Background: an optimization exercise with open tools, aiming at a short achievable clock period and few clock cycles. Do not read the settings as production practice.
Where RTL was checked, it was by simulation tests only, not by an equivalence proof against the original.
The RTL of run 5 was laid out without a check of its function.
Power and IR drop assume default switching activity.

`flow/config.mk`:
```
export PLATFORM = sky130hd
export DESIGN_NAME = rv_slice_top
export DESIGN_NICKNAME = rv_slice_top
export VERILOG_FILES = /design/flow/design.v
export SDC_FILE = /design/flow/constraint.sdc
export NUM_CORES = 4
export LEC_CHECK = 0
export ABC_CLOCK_PERIOD_IN_PS = 1500
export CAP_MARGIN = 20
export CORE_MARGIN = 2
export CORE_UTILIZATION = 36
export CTS_CLUSTER_DIAMETER = 100
export CTS_CLUSTER_SIZE = 16
export PLACE_DENSITY = 0.45
export SETUP_SLACK_MARGIN = 5
export SLEW_MARGIN = 20
```
`flow/constraint.sdc`:
```
create_clock -name core_clock -period 12.0 [get_ports {clk}]
set_input_delay 2.4000 -clock core_clock [delete_from_list [all_inputs] [get_ports {clk}]]
set_output_delay 2.4000 -clock core_clock [all_outputs]
set_load 0.01 [all_outputs]
```
`flow/design.v`:
```
package rv_pkg;
    localparam int XLEN      = 32;
    localparam int REG_COUNT = 32;
    localparam int REG_AW    = 5;
    localparam int APB_AW    = 12;
    localparam int ALU_OPW   = 4;
    typedef logic [XLEN-1:0]    word_t;
    typedef logic [REG_AW-1:0]  reg_addr_t;
    typedef logic [ALU_OPW-1:0] alu_op_t;
    typedef logic [APB_AW-1:0]  apb_addr_t;
    typedef enum logic [1:0] {
        IDLE,
        DECODE,
        EXECUTE,
        WRITEBACK
    } state_t;
    localparam logic [6:0] OPC_LUI    = 7'b0110111;
    localparam logic [6:0] OPC_AUIPC  = 7'b0010111;
    localparam logic [6:0] OPC_JAL    = 7'b1101111;
    localparam logic [6:0] OPC_JALR   = 7'b1100111;
    localparam logic [6:0] OPC_BRANCH = 7'b1100011;
    localparam logic [6:0] OPC_OP_IMM = 7'b0010011;
    localparam logic [6:0] OPC_OP     = 7'b0110011;
    localparam logic [2:0] F3_ADD_SUB = 3'b000;
    localparam logic [2:0] F3_SLL     = 3'b001;
    localparam logic [2:0] F3_SLT     = 3'b010;
    localparam logic [2:0] F3_SLTU    = 3'b011;
    localparam logic [2:0] F3_XOR     = 3'b100;
    localparam logic [2:0] F3_SRL_SRA = 3'b101;
    localparam logic [2:0] F3_OR      = 3'b110;
    localparam logic [2:0] F3_AND     = 3'b111;
    localparam logic [2:0] F3_BEQ  = 3'b000;
    localparam logic [2:0] F3_BNE  = 3'b001;
    localparam logic [2:0] F3_BLT  = 3'b100;
    localparam logic [2:0] F3_BGE  = 3'b101;
    localparam logic [2:0] F3_BLTU = 3'b110;
    localparam logic [2:0] F3_BGEU = 3'b111;
    localparam logic [6:0] F7_BASE = 7'b0000000;
    localparam logic [6:0] F7_ALT  = 7'b0100000;  
    localparam alu_op_t ALU_ADD    = 4'd0;
    localparam alu_op_t ALU_SUB    = 4'd1;
    localparam alu_op_t ALU_SLT    = 4'd2;
    localparam alu_op_t ALU_SLTU   = 4'd3;
    localparam alu_op_t ALU_AND    = 4'd4;
    localparam alu_op_t ALU_OR     = 4'd5;
    localparam alu_op_t ALU_XOR    = 4'd6;
    localparam alu_op_t ALU_SLL    = 4'd7;
    localparam alu_op_t ALU_SRL    = 4'd8;
    localparam alu_op_t ALU_SRA    = 4'd9;
    localparam alu_op_t ALU_PASS_B = 4'd10;  
    localparam apb_addr_t REG_BASE   = 12'h000;
    localparam apb_addr_t PC_ADDR    = 12'h080;
    localparam apb_addr_t INSTR_ADDR = 12'h084;
    localparam word_t RESET_PC = 32'h0000_0000;
endpackage
`timescale 1ns/1ps
module rv_slice_top (
    input  logic        clk,
    input  logic        rst_n,
    input  logic [11:0] paddr,
    input  logic        psel,
    input  logic        penable,
    input  logic        pwrite,
    input  logic [31:0] pwdata,
    output logic [31:0] prdata,
    output logic        pready,
    output logic        pslverr
);
    logic [31:0] regs [1:31];
    logic [31:0] pc;
    logic        pcu_v, pcu_take;
    logic [31:0] pcu_tgt, pcu_p4, pc_nx;
    assign pc_nx = pcu_v ? (pcu_take ? pcu_tgt : pcu_p4) : pc;
    logic [31:0] wb_d;
    logic [31:1] wb_we;
    logic [31:0] regs_nx [1:31];
    always_comb
        for (int i = 1; i < 32; i++) regs_nx[i] = wb_we[i] ? wb_d : regs[i];
    logic [31:0] ins;
    logic [31:0] rs1_v, rs2_v, rdp_v;
    logic [6:0]  opc;
    logic [2:0]  f3;
    logic [6:0]  f7;
    logic        d_lui, d_auipc, d_jal, d_jalr, d_br, d_opi, d_op, d_legal, d_alu;
    logic        is_instr, read_ok;
    assign ins = pwdata;
    assign opc = ins[6:0];
    assign f3  = ins[14:12];
    assign f7  = ins[31:25];
    logic [32*32-1:0] rf_flat;    
    logic [32*32-1:0] rf_flat_p;  
    always_comb begin
        rf_flat[31:0] = 32'd0;
        for (int i = 1; i < 32; i++) rf_flat[32*i +: 32] = regs_nx[i];
        rf_flat_p = rf_flat;
        rf_flat_p[31:0] = {32{paddr[7]}} & pc_nx;
    end
    assign rs1_v = rf_flat[32*ins[19:15] +: 32];
    assign rs2_v = rf_flat[32*ins[24:20] +: 32];
    assign rdp_v = rf_flat_p[32*paddr[6:2] +: 32];
    assign d_lui   = opc == 7'b0110111;
    assign d_auipc = opc == 7'b0010111;
    assign d_jal   = opc == 7'b1101111;
    assign d_jalr  = opc == 7'b1100111 && f3 == 3'b000;
    assign d_br    = opc == 7'b1100011 && f3[2:1] != 2'b01;
    assign d_opi   = opc == 7'b0010011 &&
                     (f3 == 3'b001 ? f7 == 7'h00 :
                      f3 == 3'b101 ? (f7 == 7'h00 || f7 == 7'h20) : 1'b1);
    assign d_op    = opc == 7'b0110011 &&
                     (f7 == 7'h00 || (f7 == 7'h20 && (f3 == 3'b000 || f3 == 3'b101)));
    logic f7_base, f7_zero, opc11;
    assign f7_base = ~f7[6] & ~|f7[4:0];
    assign f7_zero = f7_base & ~f7[5];
    assign opc11   = opc[1] & opc[0];
    assign d_legal = opc11 & (
          (~opc[6] &  opc[4] & ~opc[3] & opc[2])                           
        | ( opc[6] &  opc[5] & ~opc[4] & opc[3] & opc[2])                  
        | ( opc[6] &  opc[5] & ~opc[4] & ~opc[3] & opc[2] & ~|f3)          
        | ( opc[6] &  opc[5] & ~opc[4] & ~opc[3] & ~opc[2] & (f3[2] | ~f3[1]))    
        | (~opc[6] & ~opc[5] &  opc[4] & ~opc[3] & ~opc[2] &
           (f3[1] | ~f3[0] | (f3[2] ? f7_base : f7_zero)))                 
        | (~opc[6] &  opc[5] &  opc[4] & ~opc[3] & ~opc[2] &
           f7_base & (~f7[5] | (f3[1:0] == 2'b00 & ~f3[2]) | (f3 == 3'b101))));  
    assign is_instr = paddr == 12'h084;
    assign read_ok  = (paddr[11:7] == 5'd0 && paddr[1:0] == 2'b00) || paddr == 12'h080;
    logic c_alu, c_br;
    assign c_alu = opc[4] & ~opc[2];             
    assign c_br  = opc[6] & ~opc[2];             
    logic [31:0] op_a, op_b, imm;
    logic [31:1] wsel;
    logic        s_add, s_sub, s_sll, s_slt, s_sltu, s_xor, s_srl, s_sra, s_or, s_and;
    logic        s_lui, s_auipc, s_link, s_jalr;
    logic        t_jal, t_beq, t_bne, t_blt, t_bge, t_bltu, t_bgeu;
    logic        exec, xfer_q, legal_q;
    logic        err_q, rdy_q;
    logic [31:0] rdata_q;
    always_ff @(posedge clk) begin
        op_a  <= rs1_v;
        op_b  <= (opc[5] & ~opc[2]) ? rs2_v : {{20{ins[31]}}, ins[31:20]};
        imm   <= opc[2] ? (opc[3] ? {{12{ins[31]}}, ins[19:12], ins[20], ins[30:21], 1'b0}
                                  : {ins[31:12], 12'b0})
                        : {{20{ins[31]}}, ins[7], ins[30:25], ins[11:8], 1'b0};
        for (int i = 1; i < 32; i++)
            wsel[i] <= ins[11:7] == i[4:0] && !c_br;
        s_add   <= c_alu & (f3 == 3'b000) & ~(opc[5] & ins[30]);
        s_sub   <= c_alu & (f3 == 3'b000) &  (opc[5] & ins[30]);
        s_sll   <= c_alu & (f3 == 3'b001);
        s_slt   <= c_alu & (f3 == 3'b010);
        s_sltu  <= c_alu & (f3 == 3'b011);
        s_xor   <= c_alu & (f3 == 3'b100);
        s_srl   <= c_alu & (f3 == 3'b101) & ~ins[30];
        s_sra   <= c_alu & (f3 == 3'b101) &  ins[30];
        s_or    <= c_alu & (f3 == 3'b110);
        s_and   <= c_alu & (f3 == 3'b111);
        s_lui   <= d_lui;
        s_auipc <= d_auipc;
        s_link  <= d_jal | d_jalr;
        s_jalr  <= d_jalr;
        t_jal   <= d_jal;
        t_beq   <= c_br & (f3 == 3'b000);
        t_bne   <= c_br & (f3 == 3'b001);
        t_blt   <= c_br & (f3 == 3'b100);
        t_bge   <= c_br & (f3 == 3'b101);
        t_bltu  <= c_br & (f3 == 3'b110);
        t_bgeu  <= c_br & (f3 == 3'b111);
        rdata_q <= rdp_v;
    end
    always_ff @(posedge clk or negedge rst_n) begin
        if (!rst_n) begin
            xfer_q  <= 1'b0;
            legal_q <= 1'b0;
            err_q <= 1'b0;
            rdy_q <= 1'b0;
        end else begin
            xfer_q  <= psel & ~penable & pwrite & is_instr;
            legal_q <= d_legal;
            err_q <= pwrite ? ~(is_instr & d_legal) : ~read_ok;
            rdy_q <= 1'b1;
        end
    end
    assign exec    = xfer_q & legal_q;
    assign prdata  = rdata_q;
    assign pslverr = err_q;
    assign pready  = rdy_q;
    logic [31:0] sum, diff, pc4, tgt, shl, shr, rd_data;
    logic        lt_s, lt_u, eq, taken;
    assign sum  = op_a + op_b;
    assign diff = op_a - op_b;
    assign lt_u = op_a < op_b;
    assign lt_s = $signed(op_a) < $signed(op_b);
    assign eq   = op_a == op_b;
    assign shl = op_a << op_b[4:0];
    assign shr = 32'($signed({s_sra & op_a[31], op_a}) >>> op_b[4:0]);
    assign pc4 = pc + 32'd4;
    assign tgt = pc + imm;
    assign rd_data = ({32{s_add}}   & sum)
                   | ({32{s_sub}}   & diff)
                   | ({32{s_sll}}   & shl)
                   | ({32{s_srl | s_sra}} & shr)
                   | ({32{s_xor}}   & (op_a ^ op_b))
                   | ({32{s_or}}    & (op_a | op_b))
                   | ({32{s_and}}   & (op_a & op_b))
                   | {31'd0, (s_slt & lt_s) | (s_sltu & lt_u)}
                   | ({32{s_lui}}   & imm)
                   | ({32{s_auipc}} & tgt)
                   | ({32{s_link}}  & pc4);
    assign taken = t_jal | (t_beq & eq) | (t_bne & ~eq) | (t_blt & lt_s) | (t_bge & ~lt_s)
                 | (t_bltu & lt_u) | (t_bgeu & ~lt_u);
    always_ff @(posedge clk or negedge rst_n) begin
        if (!rst_n) begin
            pc    <= 32'd0;
            pcu_v <= 1'b0;
            wb_we <= '0;
        end else begin
            pc    <= pc_nx;
            pcu_v <= exec;
            wb_we <= exec ? wsel : '0;
        end
    end
    always_ff @(posedge clk) begin
        wb_d     <= rd_data;
        pcu_take <= taken | s_jalr;
        pcu_tgt  <= s_jalr ? {sum[31:1], 1'b0} : tgt;
        pcu_p4   <= pc4;
    end
    always_ff @(posedge clk or negedge rst_n) begin
        if (!rst_n) begin
            for (int i = 1; i < 32; i++) regs[i] <= 32'd0;
        end else begin
            for (int i = 1; i < 32; i++)
                if (wb_we[i]) regs[i] <= wb_d;
        end
    end
endmodule
```
`flow/flow/run.sh`:
```
#!/bin/bash
# Standard ORFS layout (the standard.sh, standard synthesis), with the
# timing repair steps asked to reach a larger setup margin than the flow
# settings allow, so that repair keeps sizing the design for speed.
set -euo pipefail
cd "$(dirname "$0")/.."
MARGIN=$(cat flow/margin.txt)
bash standard.sh SETUP_SLACK_MARGIN="$MARGIN" finish > flow_make.log 2>&1
```
`flow/flow/margin.txt`:
```
10
```
`flow/standard.sh`:
```
#!/bin/bash
# synth_recipe.tcl (not shown) runs the flow's synth.tcl, then flattens the netlist and writes it again
# the make line also repeats each setting of config.mk as NAME=value (left out here)
make -C /OpenROAD-flow-scripts/flow DESIGN_CONFIG=/design/flow/config.mk WORK_HOME=/design/flow/orfs CLKGATE_MAP_FILE= SYNTH_SCRIPT=/design/flow/synth_recipe.tcl "${@:-finish}"
```
==> run_summary.xml, run 1 <==
<?xml version="1.0" encoding="UTF-8"?>
<metrics>
  <group name="timing">
    <metric name="achievable-frequency" unit="MHz">262.6</metric>
    <metric name="final.setup_skew" unit="ns">0.06018</metric>
    <metric name="final_worst_setup_slack" unit="ns">8.192</metric>
    <metric name="worst_margin_pin_slew" unit="ns">1.057</metric>
    <metric name="min_period" unit="ns">3.808</metric>
    <metric name="final.setup.tns" unit="ns">0</metric>
    <metric name="holdWs" unit="ns">0.4676</metric>
    <metric name="report.final.hold_viol_count" unit="">0</metric>
    <metric name="timing_max_transition_violations_final" unit="">0</metric>
    <metric name="unrepaired_setup_endpoints_after_global_routing" unit="">yes</metric>
    <metric name="slew_headroom" unit="%">29.25</metric>
    <metric name="timing.final.crit_share" unit="%">31.73</metric>
    <metric name="setup_viol" unit="">0</metric>
  </group>
  <group name="pwr">
    <metric name="power.share.sequential" unit="%">43.1</metric>
    <metric name="comb_power_share" unit="%">23.3</metric>
    <metric name="powerDensity" unit="nW/um2">97.41</metric>
    <metric name="p_leak" unit="nW">49.89</metric>
    <metric name="net_switching_power_of_the_design" unit="mW">3.490</metric>
    <metric name="power.switching_fraction" unit="%">32.10</metric>
    <metric name="clock_power_share" unit="%">33.6</metric>
    <metric name="ir_worst_vdd" unit="mV">0.1203</metric>
    <metric name="internal-power" unit="mW">7.380</metric>
  </group>
  <group name="detailed_routing">
    <metric name="detail_route.vias_per_cell" unit="">6.412</metric>
    <metric name="drt_iter0_markers" unit="">9586</metric>
    <metric name="postRouteAntennaNets" unit="">0</metric>
    <metric name="wirelength" unit="mm">441.8</metric>
    <metric name="via_count" unit="">70900</metric>
    <metric name="wire_per_inst" unit="um">39.96</metric>
    <metric name="post-route-drc-count" unit="">0</metric>
    <metric name="drt_pre_antenna_iters" unit="">6</metric>
  </group>
  <group name="worst_setup_path">
    <metric name="timing_worst_setup_path_type" unit="">reg -&gt; out</metric>
    <metric name="crit_family" unit="">flip-flops</metric>
    <metric name="r2r_setup_slack" unit="ns">8.22</metric>
    <metric name="timing.critical_path.arrival" unit="ns">1.41</metric>
    <metric name="slowest_delay" unit="ns">0.45</metric>
    <metric name="critical_path.slowest_cell" unit="">sky130_fd_sc_hd__dfxtp_4</metric>
    <metric name="critical_path.startpoint_type" unit="">flop</metric>
    <metric name="timing.critical_path.cells" unit="">buf_6</metric>
    <metric name="crit_path_end_kind" unit="">primary output</metric>
    <metric name="critical_path.max_fanout" unit="">2</metric>
    <metric name="critPathRequiredTime" unit="ns">9.60</metric>
    <metric name="cp.buffers_inverters" unit="">1</metric>
  </group>
  <group name="die">
    <metric name="floorplan.io_pins" unit="">83</metric>
    <metric name="die_x" unit="um">484.8</metric>
    <metric name="core_region_area" unit="um2">229900</metric>
    <metric name="floorplan.initialDensity" unit="%">36.20</metric>
    <metric name="placement_rows" unit="">176</metric>
    <metric name="die-area" unit="um2">235100</metric>
    <metric name="die_h" unit="um">484.8</metric>
  </group>
  <group name="place">
    <metric name="detailed_place_hpwl" unit="mm">233.4</metric>
    <metric name="buffer_ports.inserted" unit="">82</metric>
    <metric name="number_of_cells_in_the_design_after_placement" unit="">9939</metric>
    <metric name="routabilityCongestion" unit="">1.015</metric>
    <metric name="placed_cell_area" unit="um2">87250</metric>
    <metric name="preCtsSetupSlack" unit="ns">5.559</metric>
  </group>
  <group name="global_route">
    <metric name="grt_first_pass_wirelength" unit="mm">597.4</metric>
    <metric name="grt_max_degree" unit="">62</metric>
    <metric name="gr-usage-all-layers" unit="%">36.52</metric>
    <metric name="remaining_global_route_overflow" unit="">0</metric>
    <metric name="first_global_vias" unit="">68620</metric>
    <metric name="antenna_violations_before_repair" unit="">30</metric>
  </group>
  <group name="layout">
    <metric name="fin_area" unit="um2">111600</metric>
    <metric name="post_layout_nonfiller_instances" unit="">11060</metric>
    <metric name="most_common_cell_after_layout_fill_and_taps_aside" unit="">sky130_fd_sc_hd__dfrtp_1</metric>
    <metric name="drive_gt1_share" unit="%">39.31</metric>
    <metric name="layout-area-overhead-vs-synth" unit="%">34.07</metric>
    <metric name="final_net_count" unit="">8104</metric>
    <metric name="layout.cells.most_common_list" unit="">sky130_fd_sc_hd__dfrtp_1 (1,017), sky130_fd_sc_hd__inv_1 (878), sky130_fd_sc_hd__mux2i_1 (857)</metric>
  </group>
  <group name="clock_network">
    <metric name="clock-sinks" unit="">1336</metric>
    <metric name="clock_tree.htree_level_count" unit="">3</metric>
    <metric name="cts_root_buf" unit="">sky130_fd_sc_hd__clkbuf_16</metric>
    <metric name="clock_path_buffers" unit="">3</metric>
    <metric name="tritoncts.num_buffers" unit="">101</metric>
    <metric name="cts.reportedPaths.clkPinSlew" unit="ns">0.08</metric>
    <metric name="tritoncts" unit="">built</metric>
    <metric name="insertion_delay" unit="ns">0.84</metric>
  </group>
  <group name="logic_synthesis">
    <metric name="ys_ff_latch" unit="">1336</metric>
    <metric name="yosys_warnings" unit="">3</metric>
    <metric name="synth_sequential_area_ratio" unit="%">38.51</metric>
    <metric name="synth.net_count" unit="">7503</metric>
    <metric name="synth-edff-count" unit="">0</metric>
    <metric name="syn_inst" unit="">7322</metric>
    <metric name="syn-cell-area" unit="um2">83230</metric>
    <metric name="synth.distinct_cells" unit="">94</metric>
    <metric name="ys.flop_type" unit="">sky130_fd_sc_hd__dfrtp_1</metric>
    <metric name="async_reset_ff_share" unit="%">79.34</metric>
    <metric name="syn_area_per_cell" unit="um2">11.37</metric>
  </group>
  <group name="run">
    <metric name="cap_violations" unit="">0</metric>
  </group>
  <group name="worst_hold_path">
    <metric name="hold_path.class" unit="">reg -&gt; reg</metric>
  </group>
  <group name="outcome">
    <metric name="run_status" unit="">complete, no violations</metric>
  </group>
</metrics>
==> power by group through the flow <==
| stage | clock network (mW) | logic, mW | registers (mW) |
|---|---|---|---|
| detailed placement | 0 | 1.44 | 4.77 |
| global route | 3.86 | 2.59 | 4.68 |
| global placement | 0 | 1.44 | 4.77 |
| finish | 3.65 | 2.54 | 4.68 |
| CTS | 3.69 | 2.30 | 4.67 |
| floorplan | 0 | 0.968 | 4.67 |
==> state kept, by name, summed over array words and instances (netlist names), 31 cells and up <==
name,cells
rdata_q,32
wb_we,31
pcu_p4,32
pc,32
op_a,32
wb_d,32
imm,31
pcu_tgt,32
wsel,31
op_b,32
regs,992
==> layer usage <==
metal	vias to the layer above	global-route usage, %	wire length (um)
met5	-	0	94
met4	14	23.05	35670
met3	1239	10.02	48090
met2	4668	53.09	186100
met1	37050	48.08	171800
li1	27930	-	-
==> final cells by class <==
type                    instances  area (um2)
inverters                     903        3537
clock inverters                24       407.9
fillers                     20280      118300
diodes                         20       50.05
repair buffers               1156       19480
clock buffers                 167        2825
well taps                    3026        3786
repair inverters                7       61.31
flip-flops and latches       1336       32390
multi-input cells            4418       49050
==> cell families (layout without fill, tap and decap cells) <==
logic type | after synthesis | count (layout) | synth area share, %
adders and majority gates | 132 | 132 | 2.011
AOI/OAI and AO/OA | 1203 | 1203 | 9.414
muxes | 1949 | 1949 | 36.27
DFF | 1336 | 1336 | 38.51
and+or+nand+nor | 1036 | 1037 | 5.466
xor gates and xnor gates | 96 | 96 | 1.010
other | 1 | 21 | 0.004506
buffers and inverters | 1569 | 2257 | 7.315
==> path summary, 6_finish.rpt <==
kind                                    startpoint  cells after the start                      to
min in group asynchronous                    rst_n                      1  regs[29][21]$_DFF_PN0_
worst min-delay path                t_bgeu$_DFF_P_                      2        pcu_take$_DFF_P_
worst max register to register     op_b[0]$_DFF_P_                     13        wb_d[21]$_DFF_P_
worst max-delay path            rdata_q[6]$_DFF_P_                      1               prdata[6]
max in group asynchronous                    rst_n                     11    regs[5][9]$_DFF_PN0_
worst min register to register      t_bgeu$_DFF_P_                      2        pcu_take$_DFF_P_
==> cell usage after synthesis, types with 17 or more instances <==
cell | n | share of area (%)
sky130_fd_sc_hd__xnor2_1 | 64 | 0.67
sky130_fd_sc_hd__o21ai_1 | 29 | 0.17
sky130_fd_sc_hd__clkbuf_1 | 426 | 1.9
sky130_fd_sc_hd__buf_1 | 100 | 0.45
sky130_fd_sc_hd__inv_1 | 894 | 4.0
sky130_fd_sc_hd__o211ai_1 | 83 | 0.75
sky130_fd_sc_hd__buf_2 | 132 | 0.79
sky130_fd_sc_hd__xor2_1 | 32 | 0.34
sky130_fd_sc_hd__and3_1 | 45 | 0.34
sky130_fd_sc_hd__nor4_1 | 17 | 0.13
sky130_fd_sc_hd__a221o_1 | 20 | 0.24
sky130_fd_sc_hd__nor3_1 | 69 | 0.41
sky130_fd_sc_hd__nand4_1 | 25 | 0.19
sky130_fd_sc_hd__nor2_1 | 399 | 1.8
sky130_fd_sc_hd__a22oi_1 | 41 | 0.37
sky130_fd_sc_hd__ha_1 | 129 | 1.9
sky130_fd_sc_hd__a21o_1 | 39 | 0.35
sky130_fd_sc_hd__o21ai_0 | 202 | 1.2
sky130_fd_sc_hd__or3_1 | 24 | 0.18
sky130_fd_sc_hd__a221oi_1 | 73 | 0.77
sky130_fd_sc_hd__a22o_1 | 28 | 0.29
sky130_fd_sc_hd__dfrtp_1 | 1060 | 32
sky130_fd_sc_hd__dfxtp_1 | 276 | 6.6
sky130_fd_sc_hd__a211oi_1 | 123 | 1.1
sky130_fd_sc_hd__a21oi_1 | 392 | 2.4
sky130_fd_sc_hd__nand2_1 | 332 | 1.5
sky130_fd_sc_hd__mux2_2 | 243 | 3.3
sky130_fd_sc_hd__mux2i_1 | 874 | 11
sky130_fd_sc_hd__nand3_1 | 50 | 0.30
sky130_fd_sc_hd__o31ai_1 | 20 | 0.18
sky130_fd_sc_hd__mux4_2 | 829 | 22
==> timing repair <==
| action | CTS | global route |
|---|---|---|
| setup endpoints to repair | 1859 | 1217 |
| setup buffers | 465 | 153 |
| resized for setup | 1702 | 435 |
| gates cloned | 256 | 33 |
| pin swaps | 201 | 194 |
| hold buffers | 0 | 0 |
==> per-stage QoR <==
step	utilization, %	power (mW)
5_1_grt	48.52	11.12
3_5_place_dp	37.95	6.216
2_1_floorplan	-	5.635
3_3_place_gp	37.95	6.217
6_report	48.54	10.87
4_1_cts	46.81	10.66
Testbench counts, summed over its fixed seeds: cycles 48,000.
==> run 2: changes to the inputs <==
==> flow/flow/margin.txt (replaced) <==
8.6
==> run 2 against run 1 <==
Effect of this change:
- still clean on timing, DRC and antenna
- count of clock-buffer cells in the layout is 3 lower
- clock skew down 0.0026 ns
- area after synthesis stayed put
- first-iteration DRC count shrank 12%
- global-route usage decreased by 2.9 points
- non-clock buffer count is 530 lower
- worst setup slack improved by 0.040 ns
- via count is 5.8% lower
- wire length shrank 8.2%
- critical path type unchanged
==> run_summary.xml, run 2 <==
<?xml version="1.0" encoding="UTF-8"?>
<metrics>
  <group name="logic_synthesis">
    <metric name="dominant_combinational_cell_family_by_area_after_synthesis" unit="">multiplexers</metric>
    <metric name="synthDominantCellAreaShare" unit="%">31.87</metric>
    <metric name="syn_inst" unit="">7322</metric>
    <metric name="syn_area_per_cell" unit="um2">11.37</metric>
    <metric name="adder_cell_share_of_the_synthesized_area" unit="%">2.011</metric>
    <metric name="yosys.cell_count.top_type" unit="">sky130_fd_sc_hd__dfrtp_1</metric>
    <metric name="synth.net_count" unit="">7503</metric>
    <metric name="synth-edff-count" unit="">0</metric>
    <metric name="synth.area.top_cells" unit="">sky130_fd_sc_hd__dfrtp_1 (32%), sky130_fd_sc_hd__mux4_2 (22%), sky130_fd_sc_hd__mux2i_1 (11%)</metric>
    <metric name="synth_compound_gate_area_share" unit="%">9.414</metric>
    <metric name="synth.mux.area_fraction" unit="%">36.27</metric>
    <metric name="synth.top_cells.by_count" unit="">sky130_fd_sc_hd__dfrtp_1 (1,060), sky130_fd_sc_hd__inv_1 (894), sky130_fd_sc_hd__mux2i_1 (874)</metric>
    <metric name="async_reset_ff_share" unit="%">79.34</metric>
    <metric name="synth.distinct_cells" unit="">94</metric>
    <metric name="ys.flop_type" unit="">sky130_fd_sc_hd__dfrtp_1</metric>
    <metric name="yosysTopAreaCell" unit="">sky130_fd_sc_hd__dfrtp_1</metric>
    <metric name="synth_simple_gate_area_share" unit="%">5.466</metric>
    <metric name="post_synth_xor_area_fraction" unit="%">1.010</metric>
    <metric name="syn-cell-area" unit="um2">83230</metric>
    <metric name="synth_sequential_area_ratio" unit="%">38.51</metric>
    <metric name="ys_ff_latch" unit="">1336</metric>
    <metric name="yosys_warnings" unit="">3</metric>
  </group>
  <group name="worst_setup_path">
    <metric name="cp.buffers_inverters" unit="">1</metric>
    <metric name="critPathRequiredTime" unit="ns">9.60</metric>
    <metric name="r2r_setup_slack" unit="ns">8.50</metric>
    <metric name="worst-r2r-cell-count" unit="">12</metric>
    <metric name="critical_path.startpoint_type" unit="">flop</metric>
    <metric name="critical_path.slowest_cell" unit="">sky130_fd_sc_hd__dfxtp_4</metric>
    <metric name="slowest_delay" unit="ns">0.42</metric>
    <metric name="critical_path.reg2reg.endpoint" unit="">wb_d[21]$_DFF_P_</metric>
    <metric name="crit_family" unit="">flip-flops</metric>
    <metric name="timing.critical_path.cells" unit="">buf_6</metric>
    <metric name="timing_worst_setup_path_type" unit="">reg -&gt; out</metric>
    <metric name="critical_path.max_fanout" unit="">1</metric>
    <metric name="timing.critical_path.arrival" unit="ns">1.37</metric>
    <metric name="crit_path_end_kind" unit="">primary output</metric>
    <metric name="worst_r2r_startpoint" unit="">op_b[2]$_DFF_P_</metric>
  </group>
  <group name="global_route">
    <metric name="first_global_vias" unit="">64860</metric>
    <metric name="remaining_global_route_overflow" unit="">0</metric>
    <metric name="gr-usage-all-layers" unit="%">33.58</metric>
    <metric name="grt_max_degree" unit="">144</metric>
    <metric name="grt_first_pass_wirelength" unit="mm">553.1</metric>
    <metric name="antenna_violations_before_repair" unit="">33</metric>
  </group>
  <group name="timing">
    <metric name="holdWs" unit="ns">0.4696</metric>
    <metric name="final.setup_skew" unit="ns">0.05753</metric>
    <metric name="final.setup.tns" unit="ns">0</metric>
    <metric name="min_period" unit="ns">3.767</metric>
    <metric name="report.final.hold_viol_count" unit="">0</metric>
    <metric name="worst_margin_pin_slew" unit="ns">1.315</metric>
    <metric name="slew_headroom" unit="%">12.31</metric>
    <metric name="setup_viol" unit="">0</metric>
    <metric name="timing.final.crit_share" unit="%">31.39</metric>
    <metric name="unrepaired_setup_endpoints_after_global_routing" unit="">yes</metric>
    <metric name="achievable-frequency" unit="MHz">265.4</metric>
    <metric name="final_worst_setup_slack" unit="ns">8.233</metric>
    <metric name="timing_max_transition_violations_final" unit="">0</metric>
  </group>
  <group name="detailed_routing">
    <metric name="postRouteAntennaNets" unit="">0</metric>
    <metric name="drt_pre_antenna_iters" unit="">8</metric>
    <metric name="drt_iter0_markers" unit="">8430</metric>
    <metric name="post-route-drc-count" unit="">0</metric>
    <metric name="detail_route.vias_per_cell" unit="">6.357</metric>
    <metric name="wire_per_inst" unit="um">38.61</metric>
    <metric name="wirelength" unit="mm">405.7</metric>
    <metric name="wl_met2" unit="mm">173.2</metric>
    <metric name="via_count" unit="">66800</metric>
    <metric name="wl_met1" unit="mm">167.2</metric>
    <metric name="route.met3.wl" unit="mm">40.34</metric>
    <metric name="routed.top_layer" unit="">met5</metric>
  </group>
  <group name="place">
    <metric name="placed_cell_area" unit="um2">86760</metric>
    <metric name="buffer_ports.inserted" unit="">82</metric>
    <metric name="number_of_cells_in_the_design_after_placement" unit="">9930</metric>
    <metric name="preCtsSetupSlack" unit="ns">5.686</metric>
    <metric name="detailed_place_hpwl" unit="mm">233.8</metric>
    <metric name="routabilityCongestion" unit="">1.001</metric>
  </group>
  <group name="worst_hold_path">
    <metric name="hold-path-cell-count" unit="">1</metric>
    <metric name="timing.hold.worst_endpoint" unit="">wb_we[1]$_DFF_PN0_</metric>
    <metric name="holdCritStartpoint" unit="">wsel[1]$_DFF_P_</metric>
    <metric name="hold_path.class" unit="">reg -&gt; reg</metric>
  </group>
  <group name="die">
    <metric name="die-area" unit="um2">235100</metric>
    <metric name="die_x" unit="um">484.8</metric>
    <metric name="placement_rows" unit="">176</metric>
    <metric name="core_region_area" unit="um2">229900</metric>
    <metric name="die_h" unit="um">484.8</metric>
    <metric name="floorplan.io_pins" unit="">83</metric>
    <metric name="floorplan.initialDensity" unit="%">36.20</metric>
  </group>
  <group name="layout">
    <metric name="fin_area" unit="um2">99870</metric>
    <metric name="multiInputGateArea" unit="um2">46940</metric>
    <metric name="regArea" unit="um2">32380</metric>
    <metric name="post_layout_nonfiller_instances" unit="">10510</metric>
    <metric name="largest_register_ffs" unit="">992</metric>
    <metric name="layout.cells.most_common_list" unit="">sky130_fd_sc_hd__dfrtp_1 (1,022), sky130_fd_sc_hd__inv_1 (883), sky130_fd_sc_hd__mux2i_1 (871)</metric>
    <metric name="drive_gt1_share" unit="%">30.63</metric>
    <metric name="layout-area-overhead-vs-synth" unit="%">19.99</metric>
    <metric name="final_net_count" unit="">7566</metric>
    <metric name="most_common_cell_after_layout_fill_and_taps_aside" unit="">sky130_fd_sc_hd__dfrtp_1</metric>
    <metric name="fillerInstances" unit="">21500</metric>
    <metric name="max_flop_register" unit="">regs</metric>
  </group>
  <group name="clock_network">
    <metric name="clock_path_buffers" unit="">3</metric>
    <metric name="tritoncts" unit="">built</metric>
    <metric name="clock-sinks" unit="">1336</metric>
    <metric name="clock_tree.htree_level_count" unit="">3</metric>
    <metric name="insertion_delay" unit="ns">0.82</metric>
    <metric name="tritoncts.num_buffers" unit="">99</metric>
    <metric name="cts.reportedPaths.clkPinSlew" unit="ns">0.09</metric>
    <metric name="postCtsHoldBufs" unit="">0</metric>
    <metric name="cts_root_buf" unit="">sky130_fd_sc_hd__clkbuf_16</metric>
  </group>
  <group name="pwr">
    <metric name="ir_worst_vdd" unit="mV">0.1108</metric>
    <metric name="powerDensity" unit="nW/um2">101.9</metric>
    <metric name="clock_power_share" unit="%">34.6</metric>
    <metric name="power.switching_fraction" unit="%">31.59</metric>
    <metric name="internal-power" unit="mW">6.962</metric>
    <metric name="power.share.sequential" unit="%">45.8</metric>
    <metric name="net_switching_power_of_the_design" unit="mW">3.215</metric>
    <metric name="p_leak" unit="nW">44.78</metric>
    <metric name="comb_power_share" unit="%">19.6</metric>
  </group>
  <group name="outcome">
    <metric name="run_status" unit="">complete, no violations</metric>
  </group>
  <group name="run">
    <metric name="cap_violations" unit="">0</metric>
  </group>
</metrics>
## run 2: stage by stage
stage                     power, mW  util (%)
after floorplan               5.590         -
after global placement        6.174     37.74
after detailed placement      6.173     37.74
after CTS                     10.09     42.42
after global routing          10.46     43.43
final                         10.18     43.44
## run 2: worst max-delay path by stage
| stage | from | end | slack, ns | cells after the start |
|---|---|---|---|---|
| 2_1_floorplan | pwdata[20] | op_b[3]$_DFF_P_ | 7.90 | 8 |
| 5_1_grt | rdata_q[7]$_DFF_P_ | prdata[7] | 8.18 | 1 |
| 3_3_place_gp | pwdata[16] | op_a[29]$_DFF_P_ | 5.68 | 9 |
| 3_5_place_dp | pwdata[16] | op_a[0]$_DFF_P_ | 5.69 | 9 |
| 6_report | rdata_q[20]$_DFF_P_ | prdata[20] | 8.23 | 1 |
| 4_1_cts | rdata_q[14]$_DFF_P_ | prdata[14] | 8.17 | 1 |
## run 2: layout make-up
cell class | count | share of cell area [%]
antenna | 13 | 0.03257
clock buffer | 164 | 2.735
clock inverter | 22 | 0.3220
inverter | 903 | 3.484
multi-input combinational | 4417 | 47.00
sequential | 1336 | 32.42
tap | 3026 | 3.791
timing repair buffer | 626 | 10.20
timing repair inverter | 2 | 0.01754
## run 2: logic make-up after synthesis
family / count (synthesis)
adders and majority gates: 132
other: 1
buffers and inverters: 1569
muxes: 1949
xor gates and xnor gates: 96
AOI/OAI and AO/OA: 1203
and+or+nand+nor: 1036
DFF: 1336
## run 2: power by group through the flow
stage          clock network (mW)  registers [mW]  logic (mW)
2_1_floorplan                   0            4.66       0.925
3_3_place_gp                    0            4.76        1.42
3_5_place_dp                    0            4.76        1.42
4_1_cts                      3.59            4.66        1.85
5_1_grt                      3.74            4.66        2.06
6_report                     3.52            4.66        2.00
## run 2: what timing repair did
| action | CTS | global route |
|---|---|---|
| endpoints found under the setup margin | 754 | 482 |
| pin swaps | 73 | 123 |
| resized for setup | 883 | 314 |
| buffers inserted | 162 | 76 |
| cloned | 119 | 23 |
## run 2: metal layers
metal / GRT usage [%] / vias to the layer above
met5: 0 / -
met4: 16.73 / 10
met3: 8.152 / 882
met2: 49.08 / 3966
met1: 46.41 / 35140
li1: - / 26800
==> run 3: changes to the inputs <==
==> flow/flow/margin.txt (replaced) <==
9.2
==> run 3 against run 2 <==
Effect of this change:
- still clean
- non-clock buffer count rose by 198
- combinational power is 12% higher
- total power grew 2.0%
- final cell count increased by 1.9%
- sequential share of layout area shrank 1.2 points
- largest cell class unchanged
==> run_summary.xml, run 3 <==
<?xml version="1.0" encoding="UTF-8"?>
<metrics>
  <group name="global_route">
    <metric name="remaining_global_route_overflow" unit="">0</metric>
    <metric name="antenna_violations_before_repair" unit="">35</metric>
    <metric name="grt_max_degree" unit="">73</metric>
    <metric name="grt_first_pass_wirelength" unit="mm">568.9</metric>
    <metric name="gr-usage-all-layers" unit="%">34.66</metric>
    <metric name="first_global_vias" unit="">66330</metric>
  </group>
  <group name="timing">
    <metric name="setup_viol" unit="">0</metric>
    <metric name="final_worst_setup_slack" unit="ns">8.230</metric>
    <metric name="holdWs" unit="ns">0.4630</metric>
    <metric name="timing_max_transition_violations_final" unit="">0</metric>
    <metric name="final.setup_skew" unit="ns">0.04777</metric>
    <metric name="timing.final.crit_share" unit="%">31.41</metric>
    <metric name="slew_headroom" unit="%">5.134</metric>
    <metric name="final.setup.tns" unit="ns">0</metric>
    <metric name="unrepaired_setup_endpoints_after_global_routing" unit="">yes</metric>
    <metric name="worst_margin_pin_slew" unit="ns">1.423</metric>
    <metric name="report.final.hold_viol_count" unit="">0</metric>
    <metric name="achievable-frequency" unit="MHz">265.3</metric>
    <metric name="min_period" unit="ns">3.770</metric>
  </group>
  <group name="detailed_routing">
    <metric name="drt_iter0_markers" unit="">8353</metric>
    <metric name="detail_route.vias_per_cell" unit="">6.382</metric>
    <metric name="wire_per_inst" unit="um">39.02</metric>
    <metric name="postRouteAntennaNets" unit="">0</metric>
    <metric name="wirelength" unit="mm">417.9</metric>
    <metric name="post-route-drc-count" unit="">0</metric>
    <metric name="via_count" unit="">68350</metric>
    <metric name="drt_pre_antenna_iters" unit="">6</metric>
  </group>
  <group name="clock_network">
    <metric name="tritoncts" unit="">built</metric>
    <metric name="clock-sinks" unit="">1336</metric>
    <metric name="cts.reportedPaths.clkPinSlew" unit="ns">0.08</metric>
    <metric name="cts_root_buf" unit="">sky130_fd_sc_hd__clkbuf_16</metric>
    <metric name="tritoncts.num_buffers" unit="">99</metric>
    <metric name="clock_tree.htree_level_count" unit="">3</metric>
    <metric name="postCtsHoldBufs" unit="">0</metric>
    <metric name="clock_path_buffers" unit="">3</metric>
    <metric name="insertion_delay" unit="ns">0.81</metric>
  </group>
  <group name="pwr">
    <metric name="powerDensity" unit="nW/um2">100.2</metric>
    <metric name="power" unit="mW">10.38</metric>
    <metric name="p_leak" unit="nW">46.35</metric>
    <metric name="ir_worst_vdd" unit="mV">0.1105</metric>
  </group>
  <group name="logic_synthesis">
    <metric name="syn_inst" unit="">7322</metric>
    <metric name="synth.top_cells.by_count" unit="">sky130_fd_sc_hd__dfrtp_1 (1,060), sky130_fd_sc_hd__inv_1 (894), sky130_fd_sc_hd__mux2i_1 (874)</metric>
    <metric name="ys_ff_latch" unit="">1336</metric>
    <metric name="syn_area_per_cell" unit="um2">11.37</metric>
    <metric name="synthDominantCellAreaShare" unit="%">31.87</metric>
    <metric name="syn-cell-area" unit="um2">83230</metric>
    <metric name="async_reset_ff_share" unit="%">79.34</metric>
    <metric name="synth.area.top_cells" unit="">sky130_fd_sc_hd__dfrtp_1 (32%), sky130_fd_sc_hd__mux4_2 (22%), sky130_fd_sc_hd__mux2i_1 (11%)</metric>
    <metric name="synth.distinct_cells" unit="">94</metric>
    <metric name="ys.flop_type" unit="">sky130_fd_sc_hd__dfrtp_1</metric>
    <metric name="synth_sequential_area_ratio" unit="%">38.51</metric>
    <metric name="synth-edff-count" unit="">0</metric>
    <metric name="yosys.cell_count.top_type" unit="">sky130_fd_sc_hd__dfrtp_1</metric>
    <metric name="yosysTopAreaCell" unit="">sky130_fd_sc_hd__dfrtp_1</metric>
    <metric name="yosys_warnings" unit="">3</metric>
    <metric name="synth.net_count" unit="">7503</metric>
  </group>
  <group name="worst_setup_path">
    <metric name="slowest_delay" unit="ns">0.44</metric>
    <metric name="crit_family" unit="">flip-flops</metric>
    <metric name="cp.buffers_inverters" unit="">1</metric>
    <metric name="crit_path_end_kind" unit="">primary output</metric>
    <metric name="critical_path.max_fanout" unit="">1</metric>
    <metric name="critical_path.slowest_cell" unit="">sky130_fd_sc_hd__dfxtp_4</metric>
    <metric name="timing.critical_path.arrival" unit="ns">1.37</metric>
    <metric name="timing.critical_path.cells" unit="">buf_6</metric>
    <metric name="timing_worst_setup_path_type" unit="">reg -&gt; out</metric>
    <metric name="critPathRequiredTime" unit="ns">9.60</metric>
    <metric name="critical_path.startpoint_type" unit="">flop</metric>
  </group>
  <group name="worst_hold_path">
    <metric name="hold_path.class" unit="">reg -&gt; reg</metric>
  </group>
  <group name="place">
    <metric name="buffer_ports.inserted" unit="">82</metric>
    <metric name="preCtsSetupSlack" unit="ns">5.784</metric>
    <metric name="routabilityCongestion" unit="">1.008</metric>
    <metric name="placed_cell_area" unit="um2">87140</metric>
    <metric name="detailed_place_hpwl" unit="mm">234.9</metric>
  </group>
  <group name="layout">
    <metric name="layout.cells.most_common_list" unit="">sky130_fd_sc_hd__dfrtp_1 (1,018), sky130_fd_sc_hd__inv_1 (880), sky130_fd_sc_hd__mux2i_1 (864)</metric>
    <metric name="final_net_count" unit="">7770</metric>
    <metric name="max_flop_register" unit="">regs</metric>
    <metric name="largest_register_ffs" unit="">992</metric>
    <metric name="drive_gt1_share" unit="%">34.96</metric>
    <metric name="most_common_cell_after_layout_fill_and_taps_aside" unit="">sky130_fd_sc_hd__dfrtp_1</metric>
    <metric name="fin_area" unit="um2">103600</metric>
    <metric name="layout-area-overhead-vs-synth" unit="%">24.44</metric>
  </group>
  <group name="die">
    <metric name="placement_rows" unit="">176</metric>
    <metric name="core_region_area" unit="um2">229900</metric>
    <metric name="die-area" unit="um2">235100</metric>
    <metric name="die_h" unit="um">484.8</metric>
    <metric name="floorplan.io_pins" unit="">83</metric>
    <metric name="die_x" unit="um">484.8</metric>
    <metric name="floorplan.initialDensity" unit="%">36.20</metric>
  </group>
  <group name="outcome">
    <metric name="run_status" unit="">complete, no violations</metric>
  </group>
  <group name="run">
    <metric name="cap_violations" unit="">0</metric>
  </group>
</metrics>
-- run 3: cell types whose count changed in the layout (fill, tap and decap cells not counted), sizes merged --
cell           before  now
and2               18   19
buf               530  747
bufbuf             47   42
bufinv              3    1
clkbuf            193  185
clkdlybuf4s15       2    0
clkdlybuf4s50      16   12
clkinv             10   12
diode              13   12
dlygate4sd2         1    3
inv               908  907
nand2             332  333
nand2b             16   17
-- run 3: path summary, 6_finish.rpt --
kind	slack, ns	depth (start not counted)	end	start
min reg2reg	0.46	0	pcu_p4[1]$_DFF_P_	pc[1]$_DFF_PN0_
min	0.46	0	pcu_p4[1]$_DFF_P_	pc[1]$_DFF_PN0_
max	8.23	1	prdata[7]	rdata_q[7]$_DFF_P_
max reg2reg	8.40	14	wb_d[25]$_DFF_P_	op_b[3]$_DFF_P_
min in group asynchronous	1.48	1	regs[20][16]$_DFF_PN0_	rst_n
max in group asynchronous	9.26	3	regs[15][29]$_DFF_PN0_	rst_n
-- run 3: timing repair --
| item | CTS | global route |
|---|---|---|
| pin swaps | 175 | 172 |
| setup endpoints to repair | 1230 | 397 |
| resized for setup | 1241 | 323 |
| setup buffers | 328 | 96 |
| endpoints found under the hold margin | 0 | 0 |
| cloned | 134 | 15 |
-- run 3: cell type report --
cell class / instances / area, um2
clock buffer: 166 / 2750
fill: 21140 / 126300
tap: 3026 / 3786
inverter: 903 / 3496
timing repair buffer: 824 / 12390
sequential: 1336 / 32370
antenna: 12 / 30.03
timing repair inverter: 5 / 43.79
clock inverter: 18 / 222.7
multi-input combinational: 4420 / 48490
-- run 3: logic make-up (layout without fill, tap and decap cells) --
group	after synthesis	count (layout)	share of synthesized area, %
buffers and inverters	1569	1916	7.315
other	1	13	0.004506
xor gates and xnor gates	96	96	1.010
adders and majority gates	132	132	2.011
muxes	1949	1949	36.27
DFF	1336	1336	38.51
AOI/OAI and AO/OA	1203	1203	9.414
and+or+nand+nor	1036	1039	5.466
-- run 3: power by group --
group	switching (mW)	internal (mW)
clock network	1.87	1.61
registers	0.127	4.54
logic	1.33	0.905
-- run 3: per-stage QoR --
step	std cells	utilization (%)
after CTS	10590	43.94
final	10710	45.05
after global routing	10700	45.04
after detailed placement	9941	37.90
after global placement	9938	37.88
after floorplan	7322	-
-- run 3: metal layers --
layer / up-vias / global-route usage [%] / wire length, um
li1: 27210 / - / -
met1: 35860 / 46.42 / 166000
met2: 4173 / 51.09 / 179700
met3: 1070 / 9.282 / 43910
met4: 34 / 18.66 / 27900
met5: - / 0 / 286
==> run 4: changes to the inputs <==
==> flow/flow/margin.txt (replaced) <==
8.6
--- a/flow/config.mk
+++ b/flow/config.mk
@@ -9,8 +9,8 @@
 export CAP_MARGIN = 20
 export CORE_MARGIN = 2
-export CORE_UTILIZATION = 36
+export CORE_UTILIZATION = 33
 export CTS_CLUSTER_DIAMETER = 100
 export CTS_CLUSTER_SIZE = 16
-export PLACE_DENSITY = 0.45
+export PLACE_DENSITY = 0.5
 export SETUP_SLACK_MARGIN = 5
 export SLEW_MARGIN = 20
==> run 4 against run 3 <==
Effect of this change:
- non-clock buffer count shrank 152
- die area increased by 9.0%
- sequential cell count did not move
- largest cell class unchanged
==> run_summary.xml, run 4 <==
<?xml version="1.0" encoding="UTF-8"?>
<metrics>
  <group name="worst_setup_path">
    <metric name="critical_path.slowest_cell" unit="">sky130_fd_sc_hd__dfxtp_4</metric>
    <metric name="timing.critical_path.cells" unit="">buf_6</metric>
    <metric name="critical_path.startpoint_type" unit="">flop</metric>
    <metric name="cp.depth" unit="">1</metric>
    <metric name="cp.buffers_inverters" unit="">1</metric>
    <metric name="slowest_delay" unit="ns">0.44</metric>
    <metric name="timing.critical_path.arrival" unit="ns">1.40</metric>
    <metric name="critPathRequiredTime" unit="ns">9.60</metric>
    <metric name="worst-r2r-cell-count" unit="">11</metric>
    <metric name="crit_path_end_kind" unit="">primary output</metric>
    <metric name="critical_path.max_fanout" unit="">1</metric>
    <metric name="timing_worst_setup_path_type" unit="">reg -&gt; out</metric>
    <metric name="crit_family" unit="">flip-flops</metric>
  </group>
  <group name="global_route">
    <metric name="gr-usage-all-layers" unit="%">29.75</metric>
    <metric name="grt_first_pass_wirelength" unit="mm">540.6</metric>
    <metric name="grt_max_degree" unit="">102</metric>
    <metric name="remaining_global_route_overflow" unit="">0</metric>
    <metric name="antenna_violations_before_repair" unit="">32</metric>
    <metric name="first_global_vias" unit="">65450</metric>
  </group>
  <group name="logic_synthesis">
    <metric name="syn-cell-area" unit="um2">83230</metric>
    <metric name="async_reset_ff_share" unit="%">79.34</metric>
    <metric name="synth.top_cells.by_count" unit="">sky130_fd_sc_hd__dfrtp_1 (1,060), sky130_fd_sc_hd__inv_1 (894), sky130_fd_sc_hd__mux2i_1 (874)</metric>
    <metric name="ys.flop_type" unit="">sky130_fd_sc_hd__dfrtp_1</metric>
    <metric name="synth.distinct_cells" unit="">94</metric>
    <metric name="syn_area_per_cell" unit="um2">11.37</metric>
    <metric name="yosys_warnings" unit="">3</metric>
    <metric name="synth-edff-count" unit="">0</metric>
    <metric name="synth_compound_gate_area_share" unit="%">9.414</metric>
    <metric name="adder_cell_share_of_the_synthesized_area" unit="%">2.011</metric>
    <metric name="dominant_combinational_cell_family_by_area_after_synthesis" unit="">multiplexers</metric>
    <metric name="post_synth_xor_area_fraction" unit="%">1.010</metric>
    <metric name="synth.area.top_cells" unit="">sky130_fd_sc_hd__dfrtp_1 (32%), sky130_fd_sc_hd__mux4_2 (22%), sky130_fd_sc_hd__mux2i_1 (11%)</metric>
    <metric name="synth.mux.area_fraction" unit="%">36.27</metric>
    <metric name="syn_inst" unit="">7322</metric>
    <metric name="ys_ff_latch" unit="">1336</metric>
    <metric name="synth_simple_gate_area_share" unit="%">5.466</metric>
    <metric name="yosys.cell_count.top_type" unit="">sky130_fd_sc_hd__dfrtp_1</metric>
    <metric name="synthDominantCellAreaShare" unit="%">31.87</metric>
    <metric name="synth.net_count" unit="">7503</metric>
    <metric name="yosysTopAreaCell" unit="">sky130_fd_sc_hd__dfrtp_1</metric>
    <metric name="synth_sequential_area_ratio" unit="%">38.51</metric>
  </group>
  <group name="timing">
    <metric name="final.setup.tns" unit="ns">0</metric>
    <metric name="final_worst_setup_slack" unit="ns">8.196</metric>
    <metric name="final.setup_skew" unit="ns">0.07608</metric>
    <metric name="achievable-frequency" unit="MHz">262.9</metric>
    <metric name="report.final.hold_viol_count" unit="">0</metric>
    <metric name="worst_margin_pin_slew" unit="ns">1.359</metric>
    <metric name="timing_max_transition_violations_final" unit="">0</metric>
    <metric name="holdWs" unit="ns">0.4668</metric>
    <metric name="unrepaired_setup_endpoints_after_global_routing" unit="">yes</metric>
    <metric name="min_period" unit="ns">3.804</metric>
    <metric name="setup_viol" unit="">0</metric>
    <metric name="slew_headroom" unit="%">9.417</metric>
    <metric name="timing.final.crit_share" unit="%">31.70</metric>
  </group>
  <group name="clock_network">
    <metric name="cts_root_buf" unit="">sky130_fd_sc_hd__clkbuf_16</metric>
    <metric name="cts.reportedPaths.clkPinSlew" unit="ns">0.09</metric>
    <metric name="insertion_delay" unit="ns">0.83</metric>
    <metric name="clock_tree.htree_level_count" unit="">3</metric>
    <metric name="tritoncts" unit="">built</metric>
    <metric name="clock_path_buffers" unit="">3</metric>
    <metric name="clock-sinks" unit="">1336</metric>
    <metric name="postCtsHoldBufs" unit="">0</metric>
    <metric name="tritoncts.num_buffers" unit="">98</metric>
  </group>
  <group name="die">
    <metric name="die_h" unit="um">506.2</metric>
    <metric name="die_x" unit="um">506.2</metric>
    <metric name="die-area" unit="um2">256200</metric>
    <metric name="floorplan.io_pins" unit="">83</metric>
    <metric name="core_region_area" unit="um2">251200</metric>
    <metric name="placement_rows" unit="">184</metric>
    <metric name="floorplan.initialDensity" unit="%">33.14</metric>
  </group>
  <group name="layout">
    <metric name="layout.cells.most_common_list" unit="">sky130_fd_sc_hd__dfrtp_1 (1,028), sky130_fd_sc_hd__inv_1 (884), sky130_fd_sc_hd__mux2i_1 (866)</metric>
    <metric name="final_design_utilization" unit="%">39.95</metric>
    <metric name="max_flop_register" unit="">regs</metric>
    <metric name="largest_register_ffs" unit="">992</metric>
    <metric name="layout-area-overhead-vs-synth" unit="%">20.56</metric>
    <metric name="final_net_count" unit="">7610</metric>
    <metric name="most_common_cell_after_layout_fill_and_taps_aside" unit="">sky130_fd_sc_hd__dfrtp_1</metric>
    <metric name="drive_gt1_share" unit="%">31.23</metric>
  </group>
  <group name="worst_hold_path">
    <metric name="hold_path.class" unit="">reg -&gt; reg</metric>
    <metric name="hold-path-cell-count" unit="">2</metric>
  </group>
  <group name="pwr">
    <metric name="clock_power_share" unit="%">34.2</metric>
    <metric name="powerDensity" unit="nW/um2">101.2</metric>
    <metric name="ir_worst_vdd" unit="mV">0.1042</metric>
    <metric name="power.switching_fraction" unit="%">31.71</metric>
    <metric name="p_leak" unit="nW">44.79</metric>
    <metric name="power" unit="mW">10.16</metric>
    <metric name="internal-power" unit="mW">6.937</metric>
    <metric name="power.share.sequential" unit="%">46.2</metric>
    <metric name="comb_power_share" unit="%">19.6</metric>
    <metric name="net_switching_power_of_the_design" unit="mW">3.221</metric>
  </group>
  <group name="detailed_routing">
    <metric name="drt_iter0_markers" unit="">8757</metric>
    <metric name="wire_per_inst" unit="um">36.46</metric>
    <metric name="postRouteAntennaNets" unit="">0</metric>
    <metric name="detail_route.vias_per_cell" unit="">6.215</metric>
    <metric name="wirelength" unit="mm">396.9</metric>
    <metric name="post-route-drc-count" unit="">0</metric>
    <metric name="drt_pre_antenna_iters" unit="">7</metric>
    <metric name="via_count" unit="">67650</metric>
  </group>
  <group name="run">
    <metric name="cap_violations" unit="">0</metric>
  </group>
  <group name="place">
    <metric name="buffer_ports.inserted" unit="">82</metric>
    <metric name="preCtsSetupSlack" unit="ns">5.896</metric>
    <metric name="routabilityCongestion" unit="">0.9573</metric>
    <metric name="detailed_place_hpwl" unit="mm">224.5</metric>
  </group>
  <group name="outcome">
    <metric name="run_status" unit="">complete, no violations</metric>
  </group>
</metrics>
## run 4: path summary, 6_finish.rpt
kind                                     endpoint                from  slack, ns
min                              pcu_take$_DFF_P_       t_jal$_DFF_P_       0.47
max                                     prdata[8]  rdata_q[8]$_DFF_P_       8.20
min reg2reg                      pcu_take$_DFF_P_       t_jal$_DFF_P_       0.47
max reg2reg                      wb_d[20]$_DFF_P_     op_b[6]$_DFF_P_       8.47
min in group asynchronous  regs[27][17]$_DFF_PN0_               rst_n       1.55
max in group asynchronous   regs[7][22]$_DFF_PN0_               rst_n       8.78
## run 4: cell type report
type	count	area, um2
Clock buffer	167	2784
Inverter	903	3458
Fill cell	23780	150800
Sequential cell	1336	32390
Multi-Input combinational cell	4417	47130
Clock inverter	16	200.2
Antenna cell	25	62.56
Timing Repair Buffer	672	10130
Timing Repair inverter	1	8.758
Tap cell	3348	4189
## run 4: power by group through the flow
stage | Combinational, mW | Clock, mW | Sequential (mW)
CTS | 1.79 | 3.52 | 4.68
global placement | 1.40 | 0 | 4.78
detailed placement | 1.40 | 0 | 4.78
floorplan | 0.925 | 0 | 4.66
global route | 2.05 | 3.68 | 4.69
finish | 1.99 | 3.48 | 4.69
## run 4: stage by stage
step           instances  instance area (um2)
2_1_floorplan       7322                84580
3_3_place_gp       10250                87190
3_5_place_dp       10260                87210
4_1_cts            10710                97210
5_1_grt            10860               100300
6_report           10890               100300
## run 4: logic make-up (layout without fill, tap and decap cells)
| family | after synthesis | count (layout) |
|---|---|---|
| xor gates and xnor gates | 96 | 96 |
| AOI/OAI and AO/OA | 1203 | 1203 |
| other | 1 | 26 |
| and+or+nand+nor | 1036 | 1036 |
| buffers and inverters | 1569 | 1759 |
| adders and majority gates | 132 | 132 |
| muxes | 1949 | 1949 |
| DFF | 1336 | 1336 |
## run 4: routing by layer
metal  track usage (%)  wire [um]  share of wire [%]
met4             17.43      28740                7.2
met5                 0        515               0.13
met2             43.94     170300                 43
met3             7.705      43720                 11
met1             39.32     153600                 39
## run 4: what timing repair did
action / 4_1_cts / 5_1_grt
setup endpoints to repair: 855 / 559
resized for setup: 891 / 300
gates cloned: 102 / 30
buffers inserted: 170 / 119
pin swaps: 86 / 117
==> run 5: changes to the inputs <==
--- a/flow/design.v
+++ b/flow/design.v
@@ -88,15 +88,19 @@
     assign f3  = ins[14:12];
     assign f7  = ins[31:25];
+    logic [4:0]       ra1;
+    logic [31:0]      ra1_v;
     logic [32*32-1:0] rf_flat;    
-    logic [32*32-1:0] rf_flat_p;  
+    logic [32*32-1:0] rf_flat_1;
+    assign ra1 = pwrite ? ins[19:15] : paddr[6:2];
     always_comb begin
         rf_flat[31:0] = 32'd0;
         for (int i = 1; i < 32; i++) rf_flat[32*i +: 32] = regs_nx[i];
-        rf_flat_p = rf_flat;
-        rf_flat_p[31:0] = {32{paddr[7]}} & pc_nx;
-    end
-    assign rs1_v = rf_flat[32*ins[19:15] +: 32];
+        rf_flat_1 = rf_flat;
+        rf_flat_1[31:0] = {32{paddr[7] & ~pwrite}} & pc_nx;
+    end
+    assign ra1_v = rf_flat_1[32*ra1 +: 32];
+    assign rs1_v = ra1_v;
+    assign rdp_v = ra1_v;
     assign rs2_v = rf_flat[32*ins[24:20] +: 32];
-    assign rdp_v = rf_flat_p[32*paddr[6:2] +: 32];
     assign d_lui   = opc == 7'b0110111;
     assign d_auipc = opc == 7'b0010111;
--- a/flow/config.mk
+++ b/flow/config.mk
@@ -9,8 +9,8 @@
 export CAP_MARGIN = 20
 export CORE_MARGIN = 2
-export CORE_UTILIZATION = 33
+export CORE_UTILIZATION = 36
 export CTS_CLUSTER_DIAMETER = 100
 export CTS_CLUSTER_SIZE = 16
-export PLACE_DENSITY = 0.5
+export PLACE_DENSITY = 0.45
 export SETUP_SLACK_MARGIN = 5
 export SLEW_MARGIN = 20
==> run 5 against run 4 <==
Effect of this change:
- total power is 11% higher
- largest cell class unchanged
- highest routed layer unchanged
- final cell count is 4.6% lower
- via count is 0.66% lower
- clock skew is 0.021 ns lower
==> run_summary.xml, run 5 <==
<?xml version="1.0" encoding="UTF-8"?>
<metrics>
  <group name="outcome">
    <metric name="run_status" unit="">complete, no violations</metric>
  </group>
  <group name="timing">
    <metric name="final.setup.tns" unit="ns">0</metric>
    <metric name="achievable-frequency" unit="MHz">256.1</metric>
    <metric name="report.final.hold_viol_count" unit="">0</metric>
    <metric name="worst_margin_pin_slew" unit="ns">1.179</metric>
    <metric name="unrepaired_setup_endpoints_after_global_routing" unit="">yes</metric>
    <metric name="slew_headroom" unit="%">21.39</metric>
    <metric name="min_period" unit="ns">3.904</metric>
    <metric name="holdWs" unit="ns">0.4632</metric>
    <metric name="timing.final.crit_share" unit="%">32.53</metric>
    <metric name="setup_viol" unit="">0</metric>
    <metric name="final.setup_skew" unit="ns">0.05474</metric>
    <metric name="timing_max_transition_violations_final" unit="">0</metric>
  </group>
  <group name="worst_setup_path">
    <metric name="timing_worst_setup_path_type" unit="">reg -&gt; out</metric>
    <metric name="crit_family" unit="">flip-flops</metric>
    <metric name="critical_path.slowest_cell" unit="">sky130_fd_sc_hd__dfxtp_4</metric>
    <metric name="critical_path.max_fanout" unit="">2</metric>
    <metric name="cp.buffers_inverters" unit="">1</metric>
    <metric name="critPathRequiredTime" unit="ns">9.60</metric>
    <metric name="timing.critical_path.arrival" unit="ns">1.50</metric>
    <metric name="slowest_delay" unit="ns">0.53</metric>
    <metric name="crit_path_end_kind" unit="">primary output</metric>
    <metric name="critical_path.startpoint_type" unit="">flop</metric>
    <metric name="timing.critical_path.cells" unit="">buf_6</metric>
  </group>
  <group name="layout">
    <metric name="drive_gt1_share" unit="%">33.89</metric>
    <metric name="layout.cells.most_common_list" unit="">sky130_fd_sc_hd__dfrtp_1 (1,026), sky130_fd_sc_hd__nor2_1 (767), sky130_fd_sc_hd__mux2_2 (710)</metric>
    <metric name="largest_register_ffs" unit="">992</metric>
    <metric name="most_common_cell_after_layout_fill_and_taps_aside" unit="">sky130_fd_sc_hd__dfrtp_1</metric>
    <metric name="max_flop_register" unit="">regs</metric>
    <metric name="multiInputGateArea" unit="um2">42770</metric>
    <metric name="layout-area-overhead-vs-synth" unit="%">27.85</metric>
    <metric name="fillerInstances" unit="">18880</metric>
    <metric name="final_net_count" unit="">7766</metric>
    <metric name="regArea" unit="um2">31590</metric>
  </group>
  <group name="clock_network">
    <metric name="clock_tree.htree_level_count" unit="">3</metric>
    <metric name="cts.reportedPaths.clkPinSlew" unit="ns">0.08</metric>
    <metric name="cts_root_buf" unit="">sky130_fd_sc_hd__clkbuf_16</metric>
    <metric name="clock-sinks" unit="">1304</metric>
    <metric name="tritoncts" unit="">built</metric>
    <metric name="tritoncts.num_buffers" unit="">92</metric>
    <metric name="insertion_delay" unit="ns">0.81</metric>
    <metric name="clock_path_buffers" unit="">3</metric>
  </group>
  <group name="global_route">
    <metric name="remaining_global_route_overflow" unit="">0</metric>
    <metric name="antenna_violations_before_repair" unit="">30</metric>
    <metric name="first_global_vias" unit="">63180</metric>
    <metric name="grt_first_pass_wirelength" unit="mm">536.0</metric>
    <metric name="grt_max_degree" unit="">153</metric>
    <metric name="gr-usage-all-layers" unit="%">36.31</metric>
  </group>
  <group name="logic_synthesis">
    <metric name="ys_ff_latch" unit="">1304</metric>
    <metric name="syn_inst" unit="">7334</metric>
    <metric name="syn_area_per_cell" unit="um2">10.19</metric>
    <metric name="synth.area.top_cells" unit="">sky130_fd_sc_hd__dfrtp_1 (35%), sky130_fd_sc_hd__mux2_2 (11%), sky130_fd_sc_hd__mux4_2 (8.7%)</metric>
    <metric name="yosys.cell_count.top_type" unit="">sky130_fd_sc_hd__dfrtp_1</metric>
    <metric name="async_reset_ff_share" unit="%">81.29</metric>
    <metric name="yosys_warnings" unit="">3</metric>
    <metric name="yosysTopAreaCell" unit="">sky130_fd_sc_hd__dfrtp_1</metric>
    <metric name="ys.flop_type" unit="">sky130_fd_sc_hd__dfrtp_1</metric>
    <metric name="synth_sequential_area_ratio" unit="%">42.03</metric>
    <metric name="synth-edff-count" unit="">0</metric>
    <metric name="synth.top_cells.by_count" unit="">sky130_fd_sc_hd__dfrtp_1 (1,060), sky130_fd_sc_hd__nor2_1 (851), sky130_fd_sc_hd__mux2_2 (715)</metric>
    <metric name="synthDominantCellAreaShare" unit="%">35.50</metric>
    <metric name="synth.net_count" unit="">7515</metric>
    <metric name="syn-cell-area" unit="um2">74730</metric>
    <metric name="synth.distinct_cells" unit="">96</metric>
  </group>
  <group name="pwr">
    <metric name="comb_power_share" unit="%">29.6</metric>
    <metric name="net_switching_power_of_the_design" unit="mW">4.007</metric>
    <metric name="clock_power_share" unit="%">29.2</metric>
    <metric name="ir_worst_vdd" unit="mV">0.1195</metric>
    <metric name="internal-power" unit="mW">7.276</metric>
    <metric name="power.switching_fraction" unit="%">35.51</metric>
    <metric name="powerDensity" unit="nW/um2">118.1</metric>
    <metric name="p_leak" unit="nW">42.97</metric>
    <metric name="power.share.sequential" unit="%">41.2</metric>
  </group>
  <group name="run">
    <metric name="cap_violations" unit="">0</metric>
  </group>
  <group name="detailed_routing">
    <metric name="wire_per_inst" unit="um">39.12</metric>
    <metric name="wirelength" unit="mm">406.2</metric>
    <metric name="drt_pre_antenna_iters" unit="">13</metric>
    <metric name="drt_iter0_markers" unit="">9462</metric>
    <metric name="via_count" unit="">67200</metric>
    <metric name="postRouteAntennaNets" unit="">0</metric>
    <metric name="post-route-drc-count" unit="">0</metric>
    <metric name="detail_route.vias_per_cell" unit="">6.472</metric>
  </group>
  <group name="die">
    <metric name="core_region_area" unit="um2">206700</metric>
    <metric name="floorplan.initialDensity" unit="%">36.16</metric>
    <metric name="floorplan.io_pins" unit="">83</metric>
    <metric name="die_x" unit="um">459.6</metric>
    <metric name="die-area" unit="um2">211200</metric>
    <metric name="placement_rows" unit="">167</metric>
    <metric name="die_h" unit="um">459.6</metric>
  </group>
  <group name="place">
    <metric name="routabilityCongestion" unit="">0.9701</metric>
    <metric name="detailed_place_hpwl" unit="mm">196.2</metric>
    <metric name="buffer_ports.inserted" unit="">82</metric>
  </group>
  <group name="worst_hold_path">
    <metric name="hold_path.class" unit="">reg -&gt; reg</metric>
  </group>
</metrics>
## run 5: cell count changes in the layout (fill, tap and decap cells not counted), sizes merged, moves of 263 or more
cell / change
mux2i: -420
nor2: +452
mux2: +481
mux4: -539
inv: -475
nor3: +263
## run 5: power by group through the flow
stage                     Sequential (mW)  Clock (mW)  Combinational (mW)
final                                4.65        3.29                3.34
after detailed placement             4.74           0                1.96
after floorplan                      4.59           0                1.27
after CTS                            4.65        3.33                2.95
after global placement               4.74           0                1.97
after global routing                 4.66        3.49                3.40
## run 5: routing by layer
metal  up-vias  GRT usage, %  share of wire (%)  routed length (um)
li1      26870             -                  -                   -
met1     34810         50.30                 40              163700
met2      4449         52.19                 42              168900
met3      1053         9.317                 12               48230
met4        22         18.36                6.2               25210
met5         -             0              0.031                 127
## run 5: area by class of cell
cell class / instances / area share (%)
multi-input combinational: 4942 / 44.77
sequential: 1304 / 33.06
timing repair buffer: 813 / 13.87
tap: 2704 / 3.541
clock buffer: 161 / 2.736
inverter: 428 / 1.765
clock inverter: 11 / 0.1624
timing repair inverter: 4 / 0.05632
antenna: 16 / 0.04191
## run 5: final timing paths
path | cells past startpoint | slack [ns] | start | end
worst min register to register | 1 | 0.46 | wsel[28]$_DFF_P_ | wb_we[28]$_DFF_PN0_
worst min-delay path | 1 | 0.46 | wsel[28]$_DFF_P_ | wb_we[28]$_DFF_PN0_
worst max register to register | 17 | 8.24 | rdata_q[0]$_DFF_P_ | wb_d[16]$_DFF_P_
worst max-delay path | 1 | 8.10 | rdata_q[22]$_DFF_P_ | prdata[22]
max in group asynchronous | 3 | 8.81 | rst_n | regs[5][17]$_DFF_PN0_
min in group asynchronous | 1 | 1.59 | rst_n | regs[27][4]$_DFF_PN0_
## run 5: logic make-up (layout without fill, tap and decap cells)
| group | Yosys count | after routing | synth area share, % |
|---|---|---|---|
| simple gates | 1885 | 1885 | 11.01 |
| flops | 1304 | 1304 | 42.03 |
| mux | 1459 | 1471 | 25.60 |
| other cells | 1 | 17 | 0.005018 |
| compound gates | 1350 | 1351 | 12.22 |
| xor+xnor | 102 | 102 | 1.206 |
| fa+ha+maj | 132 | 132 | 2.240 |
| buf+inv | 1101 | 1417 | 5.686 |
## run 5: timing repair
| item | in CTS | in global routing |
|---|---|---|
| pin swaps | 258 | 257 |
| hold endpoints to repair | 0 | 0 |
| gates resized for setup | 1206 | 445 |
| setup buffers | 296 | 100 |
| gates cloned | 174 | 45 |
| hold buffers | 0 | 0 |
| endpoints found under the setup margin | 705 | 595 |
## run 5: per-stage QoR
stage	utilization [%]	cells	worst slack (ns)	instance area, um2	total power, mW
after global placement	37.59	9579	5.373	77680	6.718
final	46.23	10380	8.096	95540	11.28
after CTS	44.38	10220	8.087	91720	10.92
after global routing	46.22	10370	8.113	95510	11.55
after detailed placement	37.59	9579	5.351	77690	6.707
after floorplan	-	7334	7.932	75370	5.868

what the ideal ports hide:
The flow's constraints put no driver on any port. The routed layouts listed below were extracted and timed again, unchanged, in two steps. Step 1 sets driving cells, clkbuf_16 on the clock port and buf_2 on the other inputs (assumed; they add their load-dependent delay and slew). Step 2 times the ports against the registers' clock, not the clock port: input delays grow and output delays shrink by t, the midpoint of the rising clock arrivals with the driver on. a / b / c = ideal / step 1 / step 2; a / b = the first two.
run	shift t [ns]	setup slack, ns	worst hold slack (ns)	latest minus earliest clock arrival (ns)
run 1	0.897	8.192 / 8.100 / 7.282	0.468 / 0.468 / 0.468	0.066 / 0.066
run 2	0.887	8.233 / 7.992 / 7.105	0.470 / 0.470 / 0.470	0.058 / 0.058
run 3	0.871	8.230 / 8.106 / 7.235	0.463 / 0.463 / 0.463	0.057 / 0.056
run 4	0.882	8.196 / 8.105 / 7.244	0.467 / 0.467 / 0.467	0.089 / 0.088
run 5	0.883	8.096 / 7.964 / 7.081	0.463 / 0.463 / 0.463	0.056 / 0.055
After both steps setup and hold are still met in every run listed. For run 2, which loses most, drivers alone change the setup slack by -0.241 ns; drivers and shift together by -1.128 ns.
